What follows belongs to an exercise in optimizing a design on an open flow for small area and a short achievable clock period; a production flow would make more cautious choices. In this exercise RTL edits were held to simulation tests only and were not proved equivalent to the original.

==> flow/design.v <==
package nmcu_pkg;
  localparam int DATA_WIDTH = 8;
  localparam int ACC_WIDTH  = 32;
  typedef enum logic [1:0] {
    IDLE  = 2'd0,
    ACCUM = 2'd1,
    FLUSH = 2'd2,
    DRAIN = 2'd3
  } pe_mac_state_e;
endpackage
module pe_mac_lane
#(
  parameter int DATA_WIDTH = nmcu_pkg::DATA_WIDTH,
  parameter int ACC_WIDTH  = nmcu_pkg::ACC_WIDTH
) (
  input  logic                  clk,
  input  logic                  load_en,   
  input  logic                  acc_clr,   
  input  logic [DATA_WIDTH-1:0] a,
  input  logic [DATA_WIDTH-1:0] b,
  output logic [ACC_WIDTH-1:0]  acc,
  output logic [DATA_WIDTH-1:0] result,
  output logic                  sat
);
  logic bo0;
  logic bt0;
  logic bn0;
  logic pp0_0;
  logic pp0_1;
  logic pp0_2;
  logic pp0_3;
  logic pp0_4;
  logic pp0_5;
  logic pp0_6;
  logic pp0_7;
  logic pp0_8;
  logic ppn0;
  logic bo1;
  logic bt1;
  logic bn1;
  logic pp1_0;
  logic pp1_1;
  logic pp1_2;
  logic pp1_3;
  logic pp1_4;
  logic pp1_5;
  logic pp1_6;
  logic pp1_7;
  logic pp1_8;
  logic ppn1;
  logic bo2;
  logic bt2;
  logic bn2;
  logic pp2_0;
  logic pp2_1;
  logic pp2_2;
  logic pp2_3;
  logic pp2_4;
  logic pp2_5;
  logic pp2_6;
  logic pp2_7;
  logic pp2_8;
  logic ppn2;
  logic bo3;
  logic bt3;
  logic bn3;
  logic pp3_0;
  logic pp3_1;
  logic pp3_2;
  logic pp3_3;
  logic pp3_4;
  logic pp3_5;
  logic pp3_6;
  logic pp3_7;
  logic pp3_8;
  logic ppn3;
  logic ms1;
  logic mc1;
  logic ms2;
  logic mc2;
  logic ms3;
  logic mc3;
  logic ms4;
  logic mc4;
  logic ms5;
  logic mc5;
  logic ms6;
  logic mc6;
  logic ms7;
  logic mc7;
  logic ms8;
  logic mc8;
  logic ms9;
  logic mc9;
  logic ms10;
  logic mc10;
  logic ms11;
  logic mc11;
  logic ms12;
  logic mc12;
  logic ms13;
  logic mc13;
  logic ms14;
  logic mc14;
  logic ms15;
  logic mc15;
  logic ms16;
  logic mc16;
  logic ms17;
  logic mc17;
  logic ms18;
  logic mc18;
  logic ms19;
  logic mc19;
  logic ms20;
  logic mc20;
  logic ms21;
  logic mc21;
  logic ms22;
  logic mc22;
  logic ms23;
  logic mc23;
  logic ms24;
  logic mc24;
  assign bo0 = b[0];
  assign bt0 = (b[1] & ~b[0]);
  assign bn0 = b[1];
  assign pp0_0 = (bo0 & a[0]) ^ bn0;
  assign pp0_1 = ((bo0 & a[1]) | (bt0 & a[0])) ^ bn0;
  assign pp0_2 = ((bo0 & a[2]) | (bt0 & a[1])) ^ bn0;
  assign pp0_3 = ((bo0 & a[3]) | (bt0 & a[2])) ^ bn0;
  assign pp0_4 = ((bo0 & a[4]) | (bt0 & a[3])) ^ bn0;
  assign pp0_5 = ((bo0 & a[5]) | (bt0 & a[4])) ^ bn0;
  assign pp0_6 = ((bo0 & a[6]) | (bt0 & a[5])) ^ bn0;
  assign pp0_7 = ((bo0 & a[7]) | (bt0 & a[6])) ^ bn0;
  assign pp0_8 = ((bo0 & a[7]) | (bt0 & a[7])) ^ bn0;
  assign ppn0 = ~pp0_8;
  assign bo1 = (b[2] ^ b[1]);
  assign bt1 = ((b[3] & ~b[2] & ~b[1]) | (~b[3] & b[2] & b[1]));
  assign bn1 = b[3];
  assign pp1_0 = (bo1 & a[0]) ^ bn1;
  assign pp1_1 = ((bo1 & a[1]) | (bt1 & a[0])) ^ bn1;
  assign pp1_2 = ((bo1 & a[2]) | (bt1 & a[1])) ^ bn1;
  assign pp1_3 = ((bo1 & a[3]) | (bt1 & a[2])) ^ bn1;
  assign pp1_4 = ((bo1 & a[4]) | (bt1 & a[3])) ^ bn1;
  assign pp1_5 = ((bo1 & a[5]) | (bt1 & a[4])) ^ bn1;
  assign pp1_6 = ((bo1 & a[6]) | (bt1 & a[5])) ^ bn1;
  assign pp1_7 = ((bo1 & a[7]) | (bt1 & a[6])) ^ bn1;
  assign pp1_8 = ((bo1 & a[7]) | (bt1 & a[7])) ^ bn1;
  assign ppn1 = ~pp1_8;
  assign bo2 = (b[4] ^ b[3]);
  assign bt2 = ((b[5] & ~b[4] & ~b[3]) | (~b[5] & b[4] & b[3]));
  assign bn2 = b[5];
  assign pp2_0 = (bo2 & a[0]) ^ bn2;
  assign pp2_1 = ((bo2 & a[1]) | (bt2 & a[0])) ^ bn2;
  assign pp2_2 = ((bo2 & a[2]) | (bt2 & a[1])) ^ bn2;
  assign pp2_3 = ((bo2 & a[3]) | (bt2 & a[2])) ^ bn2;
  assign pp2_4 = ((bo2 & a[4]) | (bt2 & a[3])) ^ bn2;
  assign pp2_5 = ((bo2 & a[5]) | (bt2 & a[4])) ^ bn2;
  assign pp2_6 = ((bo2 & a[6]) | (bt2 & a[5])) ^ bn2;
  assign pp2_7 = ((bo2 & a[7]) | (bt2 & a[6])) ^ bn2;
  assign pp2_8 = ((bo2 & a[7]) | (bt2 & a[7])) ^ bn2;
  assign ppn2 = ~pp2_8;
  assign bo3 = (b[6] ^ b[5]);
  assign bt3 = ((b[7] & ~b[6] & ~b[5]) | (~b[7] & b[6] & b[5]));
  assign bn3 = b[7];
  assign pp3_0 = (bo3 & a[0]) ^ bn3;
  assign pp3_1 = ((bo3 & a[1]) | (bt3 & a[0])) ^ bn3;
  assign pp3_2 = ((bo3 & a[2]) | (bt3 & a[1])) ^ bn3;
  assign pp3_3 = ((bo3 & a[3]) | (bt3 & a[2])) ^ bn3;
  assign pp3_4 = ((bo3 & a[4]) | (bt3 & a[3])) ^ bn3;
  assign pp3_5 = ((bo3 & a[5]) | (bt3 & a[4])) ^ bn3;
  assign pp3_6 = ((bo3 & a[6]) | (bt3 & a[5])) ^ bn3;
  assign pp3_7 = ((bo3 & a[7]) | (bt3 & a[6])) ^ bn3;
  assign pp3_8 = ((bo3 & a[7]) | (bt3 & a[7])) ^ bn3;
  assign ppn3 = ~pp3_8;
  assign ms1 = bn3 ^ pp0_6;
  assign mc1 = bn3 & pp0_6;
  assign ms2 = pp0_7 ^ pp1_5;
  assign mc2 = pp0_7 & pp1_5;
  assign ms3 = 1'b1 ^ pp1_6 ^ pp2_4;
  assign mc3 = (1'b1 & pp1_6) | (1'b1 & pp2_4) | (pp1_6 & pp2_4);
  assign ms4 = 1'b1 ^ pp1_7;
  assign mc4 = 1'b1 & pp1_7;
  assign ms5 = bn2 ^ pp0_4;
  assign mc5 = bn2 & pp0_4;
  assign ms6 = pp0_5 ^ pp1_3;
  assign mc6 = pp0_5 & pp1_3;
  assign ms7 = pp1_4 ^ pp2_2 ^ pp3_0;
  assign mc7 = (pp1_4 & pp2_2) | (pp1_4 & pp3_0) | (pp2_2 & pp3_0);
  assign ms8 = pp2_3 ^ pp3_1 ^ mc1;
  assign mc8 = (pp2_3 & pp3_1) | (pp2_3 & mc1) | (pp3_1 & mc1);
  assign ms9 = pp3_2 ^ ppn0 ^ mc2;
  assign mc9 = (pp3_2 & ppn0) | (pp3_2 & mc2) | (ppn0 & mc2);
  assign ms10 = pp2_5 ^ pp3_3 ^ ms4;
  assign mc10 = (pp2_5 & pp3_3) | (pp2_5 & ms4) | (pp3_3 & ms4);
  assign ms11 = pp2_6 ^ pp3_4 ^ ppn1;
  assign mc11 = (pp2_6 & pp3_4) | (pp2_6 & ppn1) | (pp3_4 & ppn1);
  assign ms12 = 1'b1 ^ pp2_7;
  assign mc12 = 1'b1 & pp2_7;
  assign ms13 = bn1 ^ pp0_2;
  assign mc13 = bn1 & pp0_2;
  assign ms14 = pp0_3 ^ pp1_1;
  assign mc14 = pp0_3 & pp1_1;
  assign ms15 = pp1_2 ^ pp2_0 ^ ms5;
  assign mc15 = (pp1_2 & pp2_0) | (pp1_2 & ms5) | (pp2_0 & ms5);
  assign ms16 = pp2_1 ^ mc5 ^ ms6;
  assign mc16 = (pp2_1 & mc5) | (pp2_1 & ms6) | (mc5 & ms6);
  assign ms17 = mc6 ^ ms1 ^ ms7;
  assign mc17 = (mc6 & ms1) | (mc6 & ms7) | (ms1 & ms7);
  assign ms18 = ms2 ^ mc7 ^ ms8;
  assign mc18 = (ms2 & mc7) | (ms2 & ms8) | (mc7 & ms8);
  assign ms19 = ms3 ^ mc8 ^ ms9;
  assign mc19 = (ms3 & mc8) | (ms3 & ms9) | (mc8 & ms9);
  assign ms20 = mc3 ^ mc9 ^ ms10;
  assign mc20 = (mc3 & mc9) | (mc3 & ms10) | (mc9 & ms10);
  assign ms21 = mc4 ^ ms11 ^ mc10;
  assign mc21 = (mc4 & ms11) | (mc4 & mc10) | (ms11 & mc10);
  assign ms22 = pp3_5 ^ ms12 ^ mc11;
  assign mc22 = (pp3_5 & ms12) | (pp3_5 & mc11) | (ms12 & mc11);
  assign ms23 = pp3_6 ^ ppn2 ^ mc12;
  assign mc23 = (pp3_6 & ppn2) | (pp3_6 & mc12) | (ppn2 & mc12);
  assign ms24 = 1'b1 ^ pp3_7;
  assign mc24 = 1'b1 & pp3_7;
  logic [15:0] row0_d, row0_q;
  assign row0_d = {1'b1, ppn3, ms24, ms23, ms22, ms21, ms20, ms19, ms18, ms17, ms16, ms15, ms14, pp1_0, pp0_1, bn0};
  logic [15:0] row1_d, row1_q;
  assign row1_d = {1'b0, mc24, mc23, mc22, mc21, mc20, mc19, mc18, mc17, mc16, mc15, mc14, mc13, ms13, 1'b0, pp0_0};
  always_ff @(posedge clk) begin
    row0_q <= load_en ? row0_d : 16'hffff;
    row1_q <= load_en ? row1_d : 16'h0001;
  end
  logic [31:0] acc_q;
  logic        hz_q, ho_q;
  logic ls25;
  logic lc25;
  logic ls26;
  logic lc26;
  logic ls27;
  logic lc27;
  logic ls28;
  logic lc28;
  logic ls29;
  logic lc29;
  logic ls30;
  logic lc30;
  logic ls31;
  logic lc31;
  logic ls32;
  logic lc32;
  logic ls33;
  logic lc33;
  logic ls34;
  logic lc34;
  logic ls35;
  logic lc35;
  logic ls36;
  logic lc36;
  logic ls37;
  logic lc37;
  logic ls38;
  logic lc38;
  logic ls39;
  logic lc39;
  logic ls40;
  logic lc40;
  assign ls25 = acc_q[0] ^ row0_q[0];
  assign lc25 = acc_q[0] & row0_q[0];
  assign ls26 = acc_q[1] ^ row0_q[1];
  assign lc26 = acc_q[1] & row0_q[1];
  assign ls27 = acc_q[2] ^ row0_q[2] ^ row1_q[2];
  assign lc27 = (acc_q[2] & row0_q[2]) | (acc_q[2] & row1_q[2]) | (row0_q[2] & row1_q[2]);
  assign ls28 = acc_q[3] ^ row0_q[3] ^ row1_q[3];
  assign lc28 = (acc_q[3] & row0_q[3]) | (acc_q[3] & row1_q[3]) | (row0_q[3] & row1_q[3]);
  assign ls29 = acc_q[4] ^ row0_q[4] ^ row1_q[4];
  assign lc29 = (acc_q[4] & row0_q[4]) | (acc_q[4] & row1_q[4]) | (row0_q[4] & row1_q[4]);
  assign ls30 = acc_q[5] ^ row0_q[5] ^ row1_q[5];
  assign lc30 = (acc_q[5] & row0_q[5]) | (acc_q[5] & row1_q[5]) | (row0_q[5] & row1_q[5]);
  assign ls31 = acc_q[6] ^ row0_q[6] ^ row1_q[6];
  assign lc31 = (acc_q[6] & row0_q[6]) | (acc_q[6] & row1_q[6]) | (row0_q[6] & row1_q[6]);
  assign ls32 = acc_q[7] ^ row0_q[7] ^ row1_q[7];
  assign lc32 = (acc_q[7] & row0_q[7]) | (acc_q[7] & row1_q[7]) | (row0_q[7] & row1_q[7]);
  assign ls33 = acc_q[8] ^ row0_q[8] ^ row1_q[8];
  assign lc33 = (acc_q[8] & row0_q[8]) | (acc_q[8] & row1_q[8]) | (row0_q[8] & row1_q[8]);
  assign ls34 = acc_q[9] ^ row0_q[9] ^ row1_q[9];
  assign lc34 = (acc_q[9] & row0_q[9]) | (acc_q[9] & row1_q[9]) | (row0_q[9] & row1_q[9]);
  assign ls35 = acc_q[10] ^ row0_q[10] ^ row1_q[10];
  assign lc35 = (acc_q[10] & row0_q[10]) | (acc_q[10] & row1_q[10]) | (row0_q[10] & row1_q[10]);
  assign ls36 = acc_q[11] ^ row0_q[11] ^ row1_q[11];
  assign lc36 = (acc_q[11] & row0_q[11]) | (acc_q[11] & row1_q[11]) | (row0_q[11] & row1_q[11]);
  assign ls37 = acc_q[12] ^ row0_q[12] ^ row1_q[12];
  assign lc37 = (acc_q[12] & row0_q[12]) | (acc_q[12] & row1_q[12]) | (row0_q[12] & row1_q[12]);
  assign ls38 = acc_q[13] ^ row0_q[13] ^ row1_q[13];
  assign lc38 = (acc_q[13] & row0_q[13]) | (acc_q[13] & row1_q[13]) | (row0_q[13] & row1_q[13]);
  assign ls39 = acc_q[14] ^ row0_q[14] ^ row1_q[14];
  assign lc39 = (acc_q[14] & row0_q[14]) | (acc_q[14] & row1_q[14]) | (row0_q[14] & row1_q[14]);
  assign ls40 = acc_q[15] ^ row0_q[15];
  assign lc40 = acc_q[15] & row0_q[15];
  logic [17:0] pg_p, pg_g, lo_sum;
  assign pg_p = {1'b0 ^ 1'b0, lc40 ^ 1'b0, ls40 ^ lc39, ls39 ^ lc38, ls38 ^ lc37, ls37 ^ lc36, ls36 ^ lc35, ls35 ^ lc34, ls34 ^ lc33, ls33 ^ lc32, ls32 ^ lc31, ls31 ^ lc30, ls30 ^ lc29, ls29 ^ lc28, ls28 ^ lc27, ls27 ^ lc26, ls26 ^ lc25, row1_q[0] ^ ls25};
  assign pg_g = {1'b0 & 1'b0, lc40 & 1'b0, ls40 & lc39, ls39 & lc38, ls38 & lc37, ls37 & lc36, ls36 & lc35, ls35 & lc34, ls34 & lc33, ls33 & lc32, ls32 & lc31, ls31 & lc30, ls30 & lc29, ls29 & lc28, ls28 & lc27, ls27 & lc26, ls26 & lc25, row1_q[0] & ls25};
  logic bg1, bp1;
  assign bg1 = pg_g[1] | (pg_p[1] & pg_g[0]);
  assign bp1 = pg_p[1] & pg_p[0];
  logic bg2, bp2;
  assign bg2 = pg_g[3] | (pg_p[3] & pg_g[2]);
  assign bp2 = pg_p[3] & pg_p[2];
  logic bg3, bp3;
  assign bg3 = pg_g[5] | (pg_p[5] & pg_g[4]);
  assign bp3 = pg_p[5] & pg_p[4];
  logic bg4, bp4;
  assign bg4 = pg_g[7] | (pg_p[7] & pg_g[6]);
  assign bp4 = pg_p[7] & pg_p[6];
  logic bg5, bp5;
  assign bg5 = pg_g[9] | (pg_p[9] & pg_g[8]);
  assign bp5 = pg_p[9] & pg_p[8];
  logic bg6, bp6;
  assign bg6 = pg_g[11] | (pg_p[11] & pg_g[10]);
  assign bp6 = pg_p[11] & pg_p[10];
  logic bg7, bp7;
  assign bg7 = pg_g[13] | (pg_p[13] & pg_g[12]);
  assign bp7 = pg_p[13] & pg_p[12];
  logic bg8, bp8;
  assign bg8 = pg_g[15] | (pg_p[15] & pg_g[14]);
  assign bp8 = pg_p[15] & pg_p[14];
  logic bg9, bp9;
  assign bg9 = pg_g[17] | (pg_p[17] & pg_g[16]);
  assign bp9 = pg_p[17] & pg_p[16];
  logic bg10, bp10;
  assign bg10 = bg2 | (bp2 & bg1);
  assign bp10 = bp2 & bp1;
  logic bg11, bp11;
  assign bg11 = bg4 | (bp4 & bg3);
  assign bp11 = bp4 & bp3;
  logic bg12, bp12;
  assign bg12 = bg6 | (bp6 & bg5);
  assign bp12 = bp6 & bp5;
  logic bg13, bp13;
  assign bg13 = bg8 | (bp8 & bg7);
  assign bp13 = bp8 & bp7;
  logic bg14, bp14;
  assign bg14 = bg11 | (bp11 & bg10);
  assign bp14 = bp11 & bp10;
  logic bg15, bp15;
  assign bg15 = bg13 | (bp13 & bg12);
  assign bp15 = bp13 & bp12;
  logic bg16, bp16;
  assign bg16 = bg15 | (bp15 & bg14);
  assign bp16 = bp15 & bp14;
  logic bg17, bp17;
  assign bg17 = bg12 | (bp12 & bg14);
  assign bp17 = bp12 & bp14;
  logic bg18, bp18;
  assign bg18 = bg3 | (bp3 & bg10);
  assign bp18 = bp3 & bp10;
  logic bg19, bp19;
  assign bg19 = bg5 | (bp5 & bg14);
  assign bp19 = bp5 & bp14;
  logic bg20, bp20;
  assign bg20 = bg7 | (bp7 & bg17);
  assign bp20 = bp7 & bp17;
  logic bg21, bp21;
  assign bg21 = bg9 | (bp9 & bg16);
  assign bp21 = bp9 & bp16;
  logic bg22, bp22;
  assign bg22 = pg_g[2] | (pg_p[2] & bg1);
  assign bp22 = pg_p[2] & bp1;
  logic bg23, bp23;
  assign bg23 = pg_g[4] | (pg_p[4] & bg10);
  assign bp23 = pg_p[4] & bp10;
  logic bg24, bp24;
  assign bg24 = pg_g[6] | (pg_p[6] & bg18);
  assign bp24 = pg_p[6] & bp18;
  logic bg25, bp25;
  assign bg25 = pg_g[8] | (pg_p[8] & bg14);
  assign bp25 = pg_p[8] & bp14;
  logic bg26, bp26;
  assign bg26 = pg_g[10] | (pg_p[10] & bg19);
  assign bp26 = pg_p[10] & bp19;
  logic bg27, bp27;
  assign bg27 = pg_g[12] | (pg_p[12] & bg17);
  assign bp27 = pg_p[12] & bp17;
  logic bg28, bp28;
  assign bg28 = pg_g[14] | (pg_p[14] & bg20);
  assign bp28 = pg_p[14] & bp20;
  logic bg29, bp29;
  assign bg29 = pg_g[16] | (pg_p[16] & bg16);
  assign bp29 = pg_p[16] & bp16;
  assign lo_sum[0] = pg_p[0];
  assign lo_sum[1] = pg_p[1] ^ pg_g[0];
  assign lo_sum[2] = pg_p[2] ^ bg1;
  assign lo_sum[3] = pg_p[3] ^ bg22;
  assign lo_sum[4] = pg_p[4] ^ bg10;
  assign lo_sum[5] = pg_p[5] ^ bg23;
  assign lo_sum[6] = pg_p[6] ^ bg18;
  assign lo_sum[7] = pg_p[7] ^ bg24;
  assign lo_sum[8] = pg_p[8] ^ bg14;
  assign lo_sum[9] = pg_p[9] ^ bg25;
  assign lo_sum[10] = pg_p[10] ^ bg19;
  assign lo_sum[11] = pg_p[11] ^ bg26;
  assign lo_sum[12] = pg_p[12] ^ bg17;
  assign lo_sum[13] = pg_p[13] ^ bg27;
  assign lo_sum[14] = pg_p[14] ^ bg20;
  assign lo_sum[15] = pg_p[15] ^ bg28;
  assign lo_sum[16] = pg_p[16] ^ bg16;
  assign lo_sum[17] = pg_p[17] ^ bg29;
  logic        inc, dec;
  logic [15:0] hi, hi_next, all1, all0;
  assign inc = lo_sum[17];
  assign dec = !lo_sum[17] && !lo_sum[16];
  assign hi  = acc_q[31:16];
  always_comb begin
    all1[0] = 1'b1;
    all0[0] = 1'b1;
    for (int i = 1; i < 16; i++) begin
      all1[i] = all1[i-1] & hi[i-1];
      all0[i] = all0[i-1] & !hi[i-1];
    end
  end
  logic [15:0] hi_inc, hi_dec;
  assign hi_inc  = hi ^ all1;
  assign hi_dec  = hi ^ all0;
  assign hi_next = inc ? hi_inc : dec ? hi_dec : hi;
  logic hz_next, ho_next, z15, o15;
  assign z15 = (hi[15:1] == '0);
  assign o15 = (hi[15:1] == '1);
  assign hz_next = inc ? (o15 & hi[0])
                 : dec ? (z15 & hi[0])
                 :       (z15 & !hi[0]);
  assign ho_next = inc ? (o15 & !hi[0])
                 : dec ? (z15 & !hi[0])
                 :       (o15 & hi[0]);
  always_ff @(posedge clk) begin
    if (load_en && acc_clr) begin
      acc_q <= '0;
      hz_q  <= 1'b1;
      ho_q  <= 1'b0;
    end else begin
      acc_q <= {hi_next, lo_sum[15:0]};
      hz_q  <= hz_next;
      ho_q  <= ho_next;
    end
  end
  logic in_range;
  assign in_range = (hz_q & (acc_q[15:DATA_WIDTH-1] == '0)) ||
                    (ho_q & (acc_q[15:DATA_WIDTH-1] == '1));
  assign acc    = acc_q;
  assign sat    = !in_range;
  assign result = in_range ? acc_q[DATA_WIDTH-1:0]
                           : {acc_q[ACC_WIDTH-1], {(DATA_WIDTH-1){!acc_q[ACC_WIDTH-1]}}};
endmodule
module pe_mac_array
#(
  parameter int DATA_WIDTH = nmcu_pkg::DATA_WIDTH,
  parameter int ACC_WIDTH  = nmcu_pkg::ACC_WIDTH,
  parameter int NUM_LANES  = 8
) (
  input  logic                            clk,
  input  logic                            rst_n,
  input  logic                            in_valid_i,
  output logic                            in_ready_o,
  input  logic [NUM_LANES*DATA_WIDTH-1:0] a_i,
  input  logic [NUM_LANES*DATA_WIDTH-1:0] b_i,
  input  logic                            first_i,
  input  logic                            last_i,
  output logic                            out_valid_o,
  input  logic                            out_ready_i,
  output logic [NUM_LANES*DATA_WIDTH-1:0] result_o,
  output logic [NUM_LANES*ACC_WIDTH-1:0]  acc_o,
  output logic [NUM_LANES-1:0]            sat_o,
  output logic                            busy_o,
  output nmcu_pkg::pe_mac_state_e        state_o
);
  nmcu_pkg::pe_mac_state_e state_q;
  logic          ready;
  logic          accept;
  logic          load;
  logic          open_group;
  assign ready       = (state_q == nmcu_pkg::IDLE) || (state_q == nmcu_pkg::ACCUM);
  assign in_ready_o  = rst_n && ready;
  assign accept      = in_valid_i && in_ready_o;
  assign load        = in_valid_i && ready;
  assign out_valid_o = (state_q == nmcu_pkg::DRAIN);
  assign busy_o      = (state_q != nmcu_pkg::IDLE);
  assign state_o     = state_q;
  assign open_group  = first_i || (state_q == nmcu_pkg::IDLE);
  always_ff @(posedge clk or negedge rst_n) begin
    if (!rst_n) begin
      state_q <= nmcu_pkg::IDLE;
    end else begin
      case (state_q)
        nmcu_pkg::IDLE, nmcu_pkg::ACCUM: if (accept) state_q <= last_i ? nmcu_pkg::FLUSH : nmcu_pkg::ACCUM;
        nmcu_pkg::FLUSH:       state_q <= nmcu_pkg::DRAIN;
        nmcu_pkg::DRAIN:       if (out_ready_i) state_q <= nmcu_pkg::IDLE;
        default:     state_q <= nmcu_pkg::IDLE;
      endcase
    end
  end
  for (genvar n = 0; n < NUM_LANES; n++) begin : g_lane
    pe_mac_lane #(
      .DATA_WIDTH(DATA_WIDTH),
      .ACC_WIDTH (ACC_WIDTH)
    ) u_lane (
      .clk    (clk),
      .load_en(load),
      .acc_clr(open_group),
      .a      (a_i[n*DATA_WIDTH +: DATA_WIDTH]),
      .b      (b_i[n*DATA_WIDTH +: DATA_WIDTH]),
      .acc    (acc_o[n*ACC_WIDTH +: ACC_WIDTH]),
      .result (result_o[n*DATA_WIDTH +: DATA_WIDTH]),
      .sat    (sat_o[n])
    );
  end
endmodule
==> flow/flow/run.sh <==
#!/bin/bash
# Own layout flow: the standard flow (the standard.sh, all steps) with
# the port buffers made from buf_1 cells instead of ORFS's default choice.
# Each tool's output goes to the ORFS logs under orfs/logs; this script's
# own output goes to run.log.
set -e
{
  echo "== standard.sh"; cat standard.sh
  echo "== config.mk"; cat config.mk
  export BUFFER_PORTS_ARGS="-buffer_cell sky130_fd_sc_hd__buf_1"
  bash standard.sh
} > run.log 2>&1
==> flow/standard.sh <==
#!/bin/bash
# synth_recipe.tcl (not shown) runs the flow's synth.tcl, then flattens the netlist and writes it again
# the make line also repeats each setting of config.mk as NAME=value (left out here)
make -C /OpenROAD-flow-scripts/flow DESIGN_CONFIG=/design/flow/config.mk WORK_HOME=/design/flow/orfs CLKGATE_MAP_FILE= SYNTH_SCRIPT=/design/flow/synth_recipe.tcl "${@:-finish}"
==> flow/config.mk <==
export PLATFORM = sky130hd
export DESIGN_NAME = pe_mac_array
export DESIGN_NICKNAME = pe_mac_array
export VERILOG_FILES = /design/flow/design.v
export SDC_FILE = /design/flow/constraint.sdc
export NUM_CORES = 4
export LEC_CHECK = 0
export ABC_AREA = 1
export CAP_MARGIN = 20
export CORE_MARGIN = 2
export CORE_UTILIZATION = 40
export SETUP_SLACK_MARGIN = 2.6
export SLEW_MARGIN = 20
export TNS_END_PERCENT = 10
==> flow/constraint.sdc <==
create_clock -name core_clock -period 6.0 [get_ports {clk}]
set_input_delay 1.2000 -clock core_clock [delete_from_list [all_inputs] [get_ports {clk}]]
set_output_delay 1.2000 -clock core_clock [all_outputs]
set_load 0.01 [all_outputs]
==> results.yml, run 1 <==
status:
  status: "finished clean"
sta:
  setup_violations: 0
  finClkSkew_ns: 0.0386
  worstMarginPinSlew_ns: 0.982
  slew_viol_final: 0
  finalHoldViolCount: 0
  tns_ns: 0
  layout_setup_ws_ns: 2.57
  period_needed_ns: 3.43
  rsz0062_at_grt: "yes"
  max_freq_mhz: 292
  fin_crit_sh_pct: 57.2
  max-slew-margin-rel_pct: 34.6
synth:
  synthCells: 4300
  synthMostInstantiatedCell: "nand2_1"
  synth_common_cells: "nand2_1, inv_1, nor2_1, dfxtp_1, fa_1"
  synth-edff-count: 0
  syn_nets: 4922
  ys_types: 54
  yosysTopAreaCell: "dfxtp_1"
  ys_ff_latch: 506
  yosysWarnings: 2
  avgSynthCellArea_sq_um: 8.10
  synthTopCellsByArea: "dfxtp_1, fa_1, ha_1"
  async_flop_share_pct: 0.395
  netlist_area_sq_um: 34800
  synth_top_area_share_pct: 29.0
  synth_top_flop_cell: "dfxtp_1"
  synth-seq-area-share_pct: 29.1
grt:
  grt_pass1_vias: 27825
  grt_max_degree: 88
  grt_antenna_before_repair: 0
  grt_pass1_wl_microns: 150000
  track_usage_pct: 20.7
  overflow: 0
cts:
  numCtsBuffers: 61
  cts_hold_buf: 0
  clock_sinks: 506
  clk_pin_slew_worst_paths_ns: 0.06
  htreeDepth: 2
  tritoncts: "done"
  clockBufferDepth: 3
  root_buffer: "clkbuf_16"
  clkLatencyLatePin_ns: 0.63
drt:
  via_count: 29692
  drc: 0
  drt_wl_total_microns: 95300
  ant_nets: 0
  first_pass_iters: 6
  initialDrtViolationCount: 1607
  routed_via_density: 4.95
  wl_per_cell_microns: 15.9
placed_design:
  dp_slack_ns: 1.87
  port_buffers: 466
  dpl.hpwl_microns: 73200
  placed_area_sq_um: 37600
  place.gp.congestion: 0.893
final_layout:
  fin_area_sq_um: 41100
  diodes: 0
  drive_above_1_share_pct: 11.0
  fillerInstances: 8579
  area_growth_pct: 18.1
  final_nets: 5413
critical_path:
  cp-start-kind: "input port"
  crit_path_end_kind: "flip-flop"
  path_class: "input port to flip-flop"
  crit_required_ns: 6.48
  arrival_ns: 3.90
  crit_fanout: 11
floorplan:
  rows: 108
  core_sq_um: 86500
  die_area_sq_um: 89500
  pin_count: 467
  start_util_pct: 40.3
  die_h_microns: 299
  die_x_microns: 299
flow_run:
  drv_cap: 0
min_path:
  min_path_type: "input port to async pin"
-- metal layers --
layer | vias up | global-route usage [%] | wire (microns) | part of all wire (%)
li1 | 14936 | - | - | -
met1 | 13884 | 29.0 | 44800 | 47
met4 | 0 | 6.30 | 2940 | 3.1
met2 | 717 | 32.3 | 42400 | 44
met5 | - | 0 | 0 | 0
met3 | 155 | 3.73 | 5180 | 5.4
-- cell usage in the layout, fill, tap and decap left out, types with 21 or more instances in the layout --
cell type | Yosys | layout
o21ai_1 | 33 | 27
o21ai_0 | 158 | 154
a21oi_1 | 165 | 160
dfxtp_2 | 0 | 40
nand4_1 | 55 | 55
o22ai_1 | 210 | 210
inv_2 | 14 | 24
or2_2 | 81 | 81
o211ai_1 | 30 | 30
xor2_1 | 249 | 249
buf_1 | 5 | 445
ha_4 | 0 | 21
buf_4 | 28 | 78
a31oi_1 | 29 | 24
nor2_1 | 511 | 504
nand2_1 | 641 | 619
ha_1 | 208 | 184
clkbuf_16 | 0 | 62
fa_1 | 280 | 274
nor3_1 | 30 | 25
xnor2_1 | 46 | 46
nand3_1 | 160 | 142
o21ai_2 | 21 | 21
inv_1 | 598 | 582
nand2_2 | 6 | 22
a21o_1 | 28 | 28
dfxtp_1 | 504 | 458
-- stage by stage --
| step | cells | hold WS [ns] | util (%) |
|---|---|---|---|
| 6_report | 5997 | 0.403 | 47.6 |
| 5_1_grt | 5997 | 0.386 | 47.6 |
| 4_1_cts | 5947 | 0.361 | 46.5 |
| 3_5_place_dp | 5809 | 0.498 | 43.5 |
| 3_3_place_gp | 5809 | 0.490 | 43.5 |
| 2_1_floorplan | 4300 | 0.507 | - |
-- worst max-delay path: stages --
cell     delay [ns]
buf_1          0.43
nor2_1         0.22
inv_1          0.11
nand2_1        0.16
o22ai_1        0.22
xor2_1         0.33
fa_1           0.50
fa_1           0.43
or2_2          0.29
-- timing repair --
| action | 4_1_cts | 5_1_grt |
|---|---|---|
| gates resized for setup | 77 | 148 |
| pin swaps | 15 | 53 |
| buffers inserted | 24 | 50 |
| endpoints found under the hold margin | 0 | 0 |
| endpoints found under the setup margin | 175 | 208 |
-- flip-flops by register name (all words and copies together) (netlist names) --
register	flops
g_lane.u_lane.acc_q	256
g_lane.u_lane.row0_q	120
g_lane.u_lane.row1_q	112
g_lane.u_lane.ho_q	8
g_lane.u_lane.hz_q	8
state_q	2
-- path summary, 6_finish.rpt --
kind | from | cells past startpoint | slack, ns | endpoint
max | b_i[25] | 9 | 2.57 | g_lane[3].u_lane.row0_q[9]$_SDFF_PN1_
min | rst_n | 1 | 0.40 | state_q[0]$_DFFE_PN0P_
max reg2reg | g_lane[7].u_lane.acc_q[13]$_SDFF_PP0_ | 15 | 2.69 | g_lane[7].u_lane.acc_q[30]$_SDFFE_PP0P_
min reg2reg | g_lane[6].u_lane.acc_q[24]$_SDFFE_PP0P_ | 2 | 0.51 | g_lane[6].u_lane.acc_q[24]$_SDFFE_PP0P_
max in group asynchronous | rst_n | 1 | 5.44 | state_q[1]$_DFFE_PN0P_
min in group core_clock | g_lane[6].u_lane.acc_q[24]$_SDFFE_PP0P_ | 2 | 0.51 | g_lane[6].u_lane.acc_q[24]$_SDFFE_PP0P_
-- logic make-up (layout without fill, tap and decap cells) --
logic type | after synthesis | count (layout) | share of synthesized area (%)
buf+inv | 739 | 1281 | 8.47
flops | 506 | 506 | 29.1
xor+xnor | 295 | 295 | 7.41
fa+ha+maj | 488 | 488 | 23.6
compound gates | 727 | 727 | 12.4
simple gates | 1545 | 1545 | 19.0
-- area by class of cell --
class,instances,area [sq um],area share (%)
clock buffers,82,1740,4.22
inverters,620,2390,5.81
well taps,1155,1450,3.51
flip-flops and latches,506,10200,24.8
clock inverters,32,418,1.02
multi-input cells,3055,22500,54.7
repair buffers,547,2420,5.88
==> inputs of run 2 (changes only) <==
--- a/flow/design.v
+++ b/flow/design.v
@@ -122,57 +122,59 @@
   logic mc23;
   logic ms24;
   logic mc24;
+  logic [7:0] ag;
+  assign ag = a & {8{load_en}};
   assign bo0 = b[0];
   assign bt0 = (b[1] & ~b[0]);
   assign bn0 = b[1];
-  assign pp0_0 = (bo0 & a[0]) ^ bn0;
-  assign pp0_1 = ((bo0 & a[1]) | (bt0 & a[0])) ^ bn0;
-  assign pp0_2 = ((bo0 & a[2]) | (bt0 & a[1])) ^ bn0;
-  assign pp0_3 = ((bo0 & a[3]) | (bt0 & a[2])) ^ bn0;
-  assign pp0_4 = ((bo0 & a[4]) | (bt0 & a[3])) ^ bn0;
-  assign pp0_5 = ((bo0 & a[5]) | (bt0 & a[4])) ^ bn0;
-  assign pp0_6 = ((bo0 & a[6]) | (bt0 & a[5])) ^ bn0;
-  assign pp0_7 = ((bo0 & a[7]) | (bt0 & a[6])) ^ bn0;
-  assign pp0_8 = ((bo0 & a[7]) | (bt0 & a[7])) ^ bn0;
+  assign pp0_0 = (bo0 & ag[0]) ^ bn0;
+  assign pp0_1 = ((bo0 & ag[1]) | (bt0 & ag[0])) ^ bn0;
+  assign pp0_2 = ((bo0 & ag[2]) | (bt0 & ag[1])) ^ bn0;
+  assign pp0_3 = ((bo0 & ag[3]) | (bt0 & ag[2])) ^ bn0;
+  assign pp0_4 = ((bo0 & ag[4]) | (bt0 & ag[3])) ^ bn0;
+  assign pp0_5 = ((bo0 & ag[5]) | (bt0 & ag[4])) ^ bn0;
+  assign pp0_6 = ((bo0 & ag[6]) | (bt0 & ag[5])) ^ bn0;
+  assign pp0_7 = ((bo0 & ag[7]) | (bt0 & ag[6])) ^ bn0;
+  assign pp0_8 = ((bo0 & ag[7]) | (bt0 & ag[7])) ^ bn0;
   assign ppn0 = ~pp0_8;
   assign bo1 = (b[2] ^ b[1]);
   assign bt1 = ((b[3] & ~b[2] & ~b[1]) | (~b[3] & b[2] & b[1]));
   assign bn1 = b[3];
-  assign pp1_0 = (bo1 & a[0]) ^ bn1;
-  assign pp1_1 = ((bo1 & a[1]) | (bt1 & a[0])) ^ bn1;
-  assign pp1_2 = ((bo1 & a[2]) | (bt1 & a[1])) ^ bn1;
-  assign pp1_3 = ((bo1 & a[3]) | (bt1 & a[2])) ^ bn1;
-  assign pp1_4 = ((bo1 & a[4]) | (bt1 & a[3])) ^ bn1;
-  assign pp1_5 = ((bo1 & a[5]) | (bt1 & a[4])) ^ bn1;
-  assign pp1_6 = ((bo1 & a[6]) | (bt1 & a[5])) ^ bn1;
-  assign pp1_7 = ((bo1 & a[7]) | (bt1 & a[6])) ^ bn1;
-  assign pp1_8 = ((bo1 & a[7]) | (bt1 & a[7])) ^ bn1;
+  assign pp1_0 = (bo1 & ag[0]) ^ bn1;
+  assign pp1_1 = ((bo1 & ag[1]) | (bt1 & ag[0])) ^ bn1;
+  assign pp1_2 = ((bo1 & ag[2]) | (bt1 & ag[1])) ^ bn1;
+  assign pp1_3 = ((bo1 & ag[3]) | (bt1 & ag[2])) ^ bn1;
+  assign pp1_4 = ((bo1 & ag[4]) | (bt1 & ag[3])) ^ bn1;
+  assign pp1_5 = ((bo1 & ag[5]) | (bt1 & ag[4])) ^ bn1;
+  assign pp1_6 = ((bo1 & ag[6]) | (bt1 & ag[5])) ^ bn1;
+  assign pp1_7 = ((bo1 & ag[7]) | (bt1 & ag[6])) ^ bn1;
+  assign pp1_8 = ((bo1 & ag[7]) | (bt1 & ag[7])) ^ bn1;
   assign ppn1 = ~pp1_8;
   assign bo2 = (b[4] ^ b[3]);
   assign bt2 = ((b[5] & ~b[4] & ~b[3]) | (~b[5] & b[4] & b[3]));
   assign bn2 = b[5];
-  assign pp2_0 = (bo2 & a[0]) ^ bn2;
-  assign pp2_1 = ((bo2 & a[1]) | (bt2 & a[0])) ^ bn2;
-  assign pp2_2 = ((bo2 & a[2]) | (bt2 & a[1])) ^ bn2;
-  assign pp2_3 = ((bo2 & a[3]) | (bt2 & a[2])) ^ bn2;
-  assign pp2_4 = ((bo2 & a[4]) | (bt2 & a[3])) ^ bn2;
-  assign pp2_5 = ((bo2 & a[5]) | (bt2 & a[4])) ^ bn2;
-  assign pp2_6 = ((bo2 & a[6]) | (bt2 & a[5])) ^ bn2;
-  assign pp2_7 = ((bo2 & a[7]) | (bt2 & a[6])) ^ bn2;
-  assign pp2_8 = ((bo2 & a[7]) | (bt2 & a[7])) ^ bn2;
+  assign pp2_0 = (bo2 & ag[0]) ^ bn2;
+  assign pp2_1 = ((bo2 & ag[1]) | (bt2 & ag[0])) ^ bn2;
+  assign pp2_2 = ((bo2 & ag[2]) | (bt2 & ag[1])) ^ bn2;
+  assign pp2_3 = ((bo2 & ag[3]) | (bt2 & ag[2])) ^ bn2;
+  assign pp2_4 = ((bo2 & ag[4]) | (bt2 & ag[3])) ^ bn2;
+  assign pp2_5 = ((bo2 & ag[5]) | (bt2 & ag[4])) ^ bn2;
+  assign pp2_6 = ((bo2 & ag[6]) | (bt2 & ag[5])) ^ bn2;
+  assign pp2_7 = ((bo2 & ag[7]) | (bt2 & ag[6])) ^ bn2;
+  assign pp2_8 = ((bo2 & ag[7]) | (bt2 & ag[7])) ^ bn2;
   assign ppn2 = ~pp2_8;
   assign bo3 = (b[6] ^ b[5]);
   assign bt3 = ((b[7] & ~b[6] & ~b[5]) | (~b[7] & b[6] & b[5]));
   assign bn3 = b[7];
-  assign pp3_0 = (bo3 & a[0]) ^ bn3;
-  assign pp3_1 = ((bo3 & a[1]) | (bt3 & a[0])) ^ bn3;
-  assign pp3_2 = ((bo3 & a[2]) | (bt3 & a[1])) ^ bn3;
-  assign pp3_3 = ((bo3 & a[3]) | (bt3 & a[2])) ^ bn3;
-  assign pp3_4 = ((bo3 & a[4]) | (bt3 & a[3])) ^ bn3;
-  assign pp3_5 = ((bo3 & a[5]) | (bt3 & a[4])) ^ bn3;
-  assign pp3_6 = ((bo3 & a[6]) | (bt3 & a[5])) ^ bn3;
-  assign pp3_7 = ((bo3 & a[7]) | (bt3 & a[6])) ^ bn3;
-  assign pp3_8 = ((bo3 & a[7]) | (bt3 & a[7])) ^ bn3;
+  assign pp3_0 = (bo3 & ag[0]) ^ bn3;
+  assign pp3_1 = ((bo3 & ag[1]) | (bt3 & ag[0])) ^ bn3;
+  assign pp3_2 = ((bo3 & ag[2]) | (bt3 & ag[1])) ^ bn3;
+  assign pp3_3 = ((bo3 & ag[3]) | (bt3 & ag[2])) ^ bn3;
+  assign pp3_4 = ((bo3 & ag[4]) | (bt3 & ag[3])) ^ bn3;
+  assign pp3_5 = ((bo3 & ag[5]) | (bt3 & ag[4])) ^ bn3;
+  assign pp3_6 = ((bo3 & ag[6]) | (bt3 & ag[5])) ^ bn3;
+  assign pp3_7 = ((bo3 & ag[7]) | (bt3 & ag[6])) ^ bn3;
+  assign pp3_8 = ((bo3 & ag[7]) | (bt3 & ag[7])) ^ bn3;
   assign ppn3 = ~pp3_8;
   assign ms1 = bn3 ^ pp0_6;
   assign mc1 = bn3 & pp0_6;
@@ -227,8 +229,8 @@
   logic [15:0] row1_d, row1_q;
   assign row1_d = {1'b0, mc24, mc23, mc22, mc21, mc20, mc19, mc18, mc17, mc16, mc15, mc14, mc13, ms13, 1'b0, pp0_0};
   always_ff @(posedge clk) begin
-    row0_q <= load_en ? row0_d : 16'hffff;
-    row1_q <= load_en ? row1_d : 16'h0001;
+    row0_q <= row0_d;
+    row1_q <= row1_d;
   end
   logic [31:0] acc_q;
   logic        hz_q, ho_q;
==> results.yml, run 2 <==
status:
  status: "finished clean"
final_layout:
  largest_register_ffs: 256
  top_regs: "g_lane.u_lane.acc_q: 256 flops, g_lane.u_lane.row0_q: 120 flops, g_lane.u_lane.row1_q: 112 flops"
  drive_above_1_share_pct: 10.9
  area_growth_pct: 18.7
  final_cell_mix: "nand2_1, inv_1, buf_1, dfxtp_1, nor2_1"
  top_register: "g_lane.u_lane.acc_q"
  final_common_cell: "nand2_1"
  final_nets: 5206
  fillerInstances: 8176
grt:
  grt_pass1_vias: 26738
  overflow: 0
  use_met2_pct: 34.6
  grt_max_degree: 98
  grt_pass1_wl_microns: 142000
  met3_usage_pct: 4.34
  grt_antenna_before_repair: 5
  use_met1_pct: 25.7
  grt.busiest_layer: "met2"
  track_usage_pct: 20.2
synth:
  async_flop_share_pct: 0.395
  synthTopCellsByArea: "dfxtp_1, fa_1, xor2_1"
  netlist_area_sq_um: 33800
  yosysWarnings: 2
  synth-seq-area-share_pct: 30.0
  synth_common_cells: "nand2_1, inv_1, dfxtp_1, nor2_1, xor2_1"
  avgSynthCellArea_sq_um: 8.35
  synth_top_area_share_pct: 29.8
  yosysTopAreaCell: "dfxtp_1"
  syn_nets: 4673
  synthCells: 4051
  synthMostInstantiatedCell: "nand2_1"
  ys_ff_latch: 506
  synth_top_flop_cell: "dfxtp_1"
  synth-edff-count: 0
  ys_types: 48
sta:
  period_needed_ns: 3.39
  slew_viol_final: 0
  hold_slack_ns: 0.402
  finalHoldViolCount: 0
  worstMarginPinSlew_ns: 0.919
  tns_ns: 0
  rsz0062_at_grt: "yes"
  finClkSkew_ns: 0.0162
  max_freq_mhz: 295
  max-slew-margin-rel_pct: 38.7
  setup_violations: 0
  fin_crit_sh_pct: 56.6
floorplan:
  pin_count: 467
  core_sq_um: 83700
  die_area_sq_um: 86900
  rows: 106
  die_h_microns: 295
  start_util_pct: 40.4
  die_x_microns: 295
cts:
  clkLatencyLatePin_ns: 0.62
  clock_sinks: 506
  htreeDepth: 2
  clockBufferDepth: 3
  root_buffer: "clkbuf_16"
  numCtsBuffers: 60
  cts_hold_buf: 0
  tritoncts: "done"
  clk_pin_slew_worst_paths_ns: 0.06
drt:
  drc: 0
  wl_per_cell_microns: 16.0
  drt_wl_total_microns: 92500
  first_pass_iters: 7
  routed_via_density: 4.90
  ant_nets: 0
  via_count: 28221
  initialDrtViolationCount: 1299
critical_path:
  cp-start-kind: "input port"
  cpMaxStageDelayCell: "fa_1"
  crit_required_ns: 6.48
  path_class: "input port to flip-flop"
  crit_path_end_kind: "flip-flop"
  reg2reg_slack_ns: 2.64
  crit_top_cell: "inv_1"
  arrival_ns: 3.87
  crit_chain: "buf_1 -> inv_1 -> nor2_4 -> buf_12 -> buf_6 -> nand2_1 -> inv_1 -> nand2_1 -> xor2_1 -> fa_1 -> inv_1 -> fa_1"
  crit_fanout: 29
  cpPeakStageDelay_ns: 0.51
placed_design:
  place.gp.congestion: 0.916
  dpl.hpwl_microns: 69800
  port_buffers: 466
flow_run:
  drv_cap: 0
min_path:
  min_path_type: "input port to async pin"
==> run 2: cell type report <==
type                    instances  area, sq um  share of cell area [%]
diodes                          3         7.51                  0.0187
clock buffers                  89         1750                    4.36
clock inverters                16          141                   0.352
inverters                     567         2160                    5.37
multi-input cells            2876        21800                    54.3
flip-flops and latches        506        10200                    25.4
well taps                    1134         1420                    3.53
repair buffers                573         2660                    6.62
==> run 2: path summary, 6_finish.rpt <==
kind	startpoint	end	depth (start not counted)
worst min register to register	g_lane[5].u_lane.acc_q[23]$_SDFFE_PP0P_	g_lane[5].u_lane.acc_q[23]$_SDFFE_PP0P_	1
max in group asynchronous	rst_n	state_q[1]$_DFFE_PN0P_	1
worst max-delay path	in_valid_i	g_lane[2].u_lane.row0_q[6]$_DFF_P_	12
worst max register to register	g_lane[4].u_lane.acc_q[0]$_SDFF_PP0_	g_lane[4].u_lane.acc_q[24]$_SDFFE_PP0P_	20
min in group core_clock	g_lane[5].u_lane.acc_q[23]$_SDFFE_PP0P_	g_lane[5].u_lane.acc_q[23]$_SDFFE_PP0P_	1
worst min-delay path	rst_n	state_q[0]$_DFFE_PN0P_	1
==> run 2: timing repair <==
action	CTS	global route
resized for setup	83	187
buffers inserted	32	63
gates cloned	0	2
pin swaps	21	79
endpoints found under the hold margin	0	0
endpoints found under the setup margin	233	240
==> run 2: per-layer routing <==
metal | part of all wire (%) | wire length [microns]
met1 | 43 | 40000
met2 | 48 | 44300
met3 | 6.2 | 5740
met4 | 2.5 | 2300
met5 | 0.063 | 58
==> run 2: critical path: cells and delay by family <==
| family | cells | cell delay (ns) |
|---|---|---|
| and+or+nand+nor | 3 | 0.59 |
| adders and majority gates | 2 | 0.93 |
| buffers and inverters | 6 | 0.98 |
| xor gates and xnor gates | 1 | 0.16 |
==> run 2: logic make-up (layout without fill, tap and decap cells) <==
group,Yosys count,in the layout,share of synthesized area (%)
simple gates,1344,1344,16.6
compound gates,684,684,11.7
buf+inv,669,1245,8.13
flops,506,506,30.0
fa+ha+maj,488,488,24.3
xor+xnor,360,360,9.32
other cells,0,3,0
==> run 2: stage by stage <==
stage / setup WS (ns) / cells / instance area [sq um] / util, %
after global routing: 2.49 / 5762 / 40200 / 48.0
after CTS: 2.47 / 5696 / 39000 / 46.6
after global placement: 1.64 / 5559 / 36500 / 43.6
after floorplan: 2.60 / 4051 / 33800 / -
final: 2.61 / 5764 / 40200 / 48.0
after detailed placement: 1.63 / 5559 / 36500 / 43.6
==> inputs of run 3 (changes only) <==
--- a/flow/design.v
+++ b/flow/design.v
@@ -233,7 +233,6 @@
     row1_q <= row1_d;
   end
   logic [31:0] acc_q;
-  logic        hz_q, ho_q;
   logic ls25;
   logic lc25;
   logic ls26;
@@ -432,20 +431,22 @@
   assign ho_next = inc ? (o15 & !hi[0])
                  : dec ? (z15 & !hi[0])
                  :       (o15 & hi[0]);
+  logic lz_next, lo_next;
+  assign lz_next = (lo_sum[15:7] == '0);
+  assign lo_next = (lo_sum[15:7] == '1);
+  logic inr_q, inr_next;
+  assign inr_next = (hz_next & lz_next) | (ho_next & lo_next);
   always_ff @(posedge clk) begin
     if (load_en && acc_clr) begin
       acc_q <= '0;
-      hz_q  <= 1'b1;
-      ho_q  <= 1'b0;
+      inr_q <= 1'b1;
     end else begin
       acc_q <= {hi_next, lo_sum[15:0]};
-      hz_q  <= hz_next;
-      ho_q  <= ho_next;
+      inr_q <= inr_next;
     end
   end
   logic in_range;
-  assign in_range = (hz_q & (acc_q[15:DATA_WIDTH-1] == '0)) ||
-                    (ho_q & (acc_q[15:DATA_WIDTH-1] == '1));
+  assign in_range = inr_q;
   assign acc    = acc_q;
   assign sat    = !in_range;
   assign result = in_range ? acc_q[DATA_WIDTH-1:0]
--- a/flow/config.mk
+++ b/flow/config.mk
@@ -9,6 +9,8 @@
 export CAP_MARGIN = 20
 export CORE_MARGIN = 2
 export CORE_UTILIZATION = 40
-export SETUP_SLACK_MARGIN = 2.6
+export CTS_CLUSTER_DIAMETER = 100
+export CTS_CLUSTER_SIZE = 22
+export SETUP_SLACK_MARGIN = 2.8
 export SLEW_MARGIN = 20
 export TNS_END_PERCENT = 10
==> results.yml, run 3 <==
status:
  status: "finished clean"
critical_path:
  crit_required_ns: 6.49
  cp-start-kind: "input port"
  crit_fanout: 11
  crit_path_end_kind: "flip-flop"
  path_class: "input port to flip-flop"
  arrival_ns: 3.75
synth:
  synthCells: 4195
  ys_types: 40
  synthMostInstantiatedCell: "nand2_1"
  async_flop_share_pct: 0.402
  netlist_area_sq_um: 34000
  synth-edff-count: 0
  synth_top_flop_cell: "dfxtp_1"
  yosysWarnings: 2
  ys_ff_latch: 498
  synth-seq-area-share_pct: 29.3
  synthTopCellsByArea: "dfxtp_1, fa_1, xor2_1"
  avgSynthCellArea_sq_um: 8.11
  yosysTopAreaCell: "dfxtp_1"
  synth_common_cells: "nand2_1, inv_1, nor2_1, dfxtp_1, xor2_1"
  synth_top_area_share_pct: 29.2
  syn_nets: 4817
final_layout:
  largest_register_ffs: 256
  drive_above_1_share_pct: 10.3
  final_cell_mix: "nand2_1, inv_1, nor2_1, dfxtp_1, buf_1"
  fillerInstances: 8246
  final_common_cell: "nand2_1"
  area_growth_pct: 17.2
  top_register: "g_lane.u_lane.acc_q"
  final_nets: 5301
  top_regs: "g_lane.u_lane.acc_q: 256 flops, g_lane.u_lane.row0_q: 120 flops, g_lane.u_lane.row1_q: 112 flops"
  diodes: 0
grt:
  overflow: 0
  grt_max_degree: 82
  grt_antenna_before_repair: 1
  grt_pass1_vias: 26909
  track_usage_pct: 19.9
  grt_pass1_wl_microns: 141000
sta:
  setup_violations: 0
  tns_ns: 0
  worstMarginPinSlew_ns: 0.813
  period_needed_ns: 3.26
  max-slew-margin-rel_pct: 45.8
  finClkSkew_ns: 0.0288
  slew_viol_final: 0
  hold_slack_ns: 0.416
  finalHoldViolCount: 0
  max_freq_mhz: 307
  rsz0062_at_grt: "yes"
  fin_crit_sh_pct: 54.4
placed_design:
  place.gp.congestion: 0.917
  port_buffers: 466
  dpl.hpwl_microns: 69600
drt:
  wl_per_cell_microns: 15.5
  initialDrtViolationCount: 1424
  drt_wl_total_microns: 90200
  drc: 0
  via_count: 28499
  first_pass_iters: 7
  routed_via_density: 4.89
  ant_nets: 0
cts:
  clkLatencyLatePin_ns: 0.63
  cts_hold_buf: 0
  root_buffer: "clkbuf_16"
  clock_sinks: 498
  tritoncts: "done"
  numCtsBuffers: 31
  clk_pin_slew_worst_paths_ns: 0.09
  htreeDepth: 1
  clockBufferDepth: 3
flow_run:
  drv_cap: 0
floorplan:
  core_sq_um: 84000
  die_h_microns: 296
  pin_count: 467
  die_x_microns: 296
  rows: 106
  start_util_pct: 40.5
  die_area_sq_um: 87400
min_path:
  min_path_type: "input port to async pin"
-- run 3: changes by cell type in the layout (fill, tap and decap cells not counted), sizes merged, moves of 24 or more --
cell    delta
a21boi    -26
clkbuf    -50
inv       +84
nand2     +24
nand3     +68
nor2      +60
-- run 3: cell families after synthesis --
| group | synth area share, % |
|---|---|
| AO/OA/AOI/OAI | 10.0 |
| buffers and inverters | 8.87 |
| XOR/XNOR | 9.32 |
| flip-flops | 29.3 |
| AND/OR/NAND/NOR | 18.3 |
| adder cells (fa/ha/maj) | 24.1 |
-- run 3: timing repair --
item / 4_1_cts / 5_1_grt
gates resized for setup: 149 / 212
hold endpoints to repair: 0 / 0
cloned: 2 / 0
endpoints found under the setup margin: 218 / 186
setup buffers: 39 / 50
pin swaps: 27 / 118
-- run 3: cell type report --
cell class / count / area (sq um) / share of cell area, %
multi-input combinational: 2948 / 22400 / 56.3
sequential: 498 / 10000 / 25.2
timing repair buffer: 560 / 2540 / 6.36
inverter: 640 / 2450 / 6.14
tap: 1134 / 1420 / 3.56
clock buffer: 34 / 797 / 2.00
clock inverter: 16 / 199 / 0.499
-- run 3: metrics by stage --
step                utilization, %  instances  cell area, sq um  setup slack, ns
global placement              43.8       5689             36700             1.63
detailed placement            43.8       5689             36700             1.50
CTS                           46.0       5780             38600             2.74
global route                  47.5       5830             39900             2.63
floorplan                        -       4195             34100             2.69
finish                        47.5       5830             39900             2.74
-- run 3: worst paths after layout --
check,from,endpoint,slack [ns],cells past startpoint
min,rst_n,state_q[1]$_DFFE_PN0P_,0.42,1
min reg2reg,g_lane[1].u_lane.acc_q[26]$_SDFFE_PP0P_,g_lane[1].u_lane.acc_q[26]$_SDFFE_PP0P_,0.50,2
max in group asynchronous,rst_n,state_q[0]$_DFFE_PN0P_,5.37,1
max,b_i[29],g_lane[3].u_lane.row0_q[7]$_DFF_P_,2.74,8
min in group core_clock,g_lane[1].u_lane.acc_q[26]$_SDFFE_PP0P_,g_lane[1].u_lane.acc_q[26]$_SDFFE_PP0P_,0.50,2
max reg2reg,g_lane[0].u_lane.row1_q[10]$_DFF_P_,g_lane[0].u_lane.acc_q[29]$_SDFFE_PP0P_,2.81,21
-- run 3: routing by layer --
| metal | share of wire [%] | track usage [%] | up-vias |
|---|---|---|---|
| met1 | 44 | 25.7 | 13425 |
| met5 | 0.011 | 0 | - |
| li1 | - | - | 14314 |
| met2 | 47 | 33.4 | 636 |
| met4 | 2.7 | 5.63 | 2 |
| met3 | 6.4 | 4.39 | 122 |
-- run 3: worst max-delay path, cell delays in order --
cell     delay, ns
buf_1         0.51
nor2_1        0.13
nor2_1        0.28
inv_1         0.16
o22ai_1       0.31
xor2_1        0.23
fa_1          0.46
fa_1          0.47

port drivers added, routing unchanged:
No port has a modelled driver above. Below, the same layouts with a new extraction and two added sets of constraints. Step 1 sets driving cells, clkbuf_16 on the clock port and buf_2 on the other inputs (assumed; they add their load-dependent delay and slew). Step 2 times the ports against the registers' clock, not the clock port: input delays grow and output delays shrink by t, the midpoint of the rising clock arrivals with the driver on. Three values: no drivers, after step 1, after step 2; two values: the first two.
| run | t, ns | setup slack, ns | worst hold slack (ns) | clock arrival spread, ns | cell pins on the clock port's net |
|---|---|---|---|---|---|
| run 1 | 0.671 | 2.571 / 2.526 / 1.929 | 0.403 / 0.362 / 0.514 | 0.042 / 0.042 | 1 |
| run 2 | 0.669 | 2.606 / 2.621 / 1.966 | 0.402 / 0.365 / 0.509 | 0.020 / 0.021 | 1 |
| run 3 | 0.684 | 2.739 / 2.781 / 2.096 | 0.416 / 0.370 / 0.505 | 0.034 / 0.035 | 1 |
After both steps every run listed still meets setup and hold. The setup slack of run 3, which loses most, moves by +0.042 ns with the drivers and by -0.643 ns with both steps.
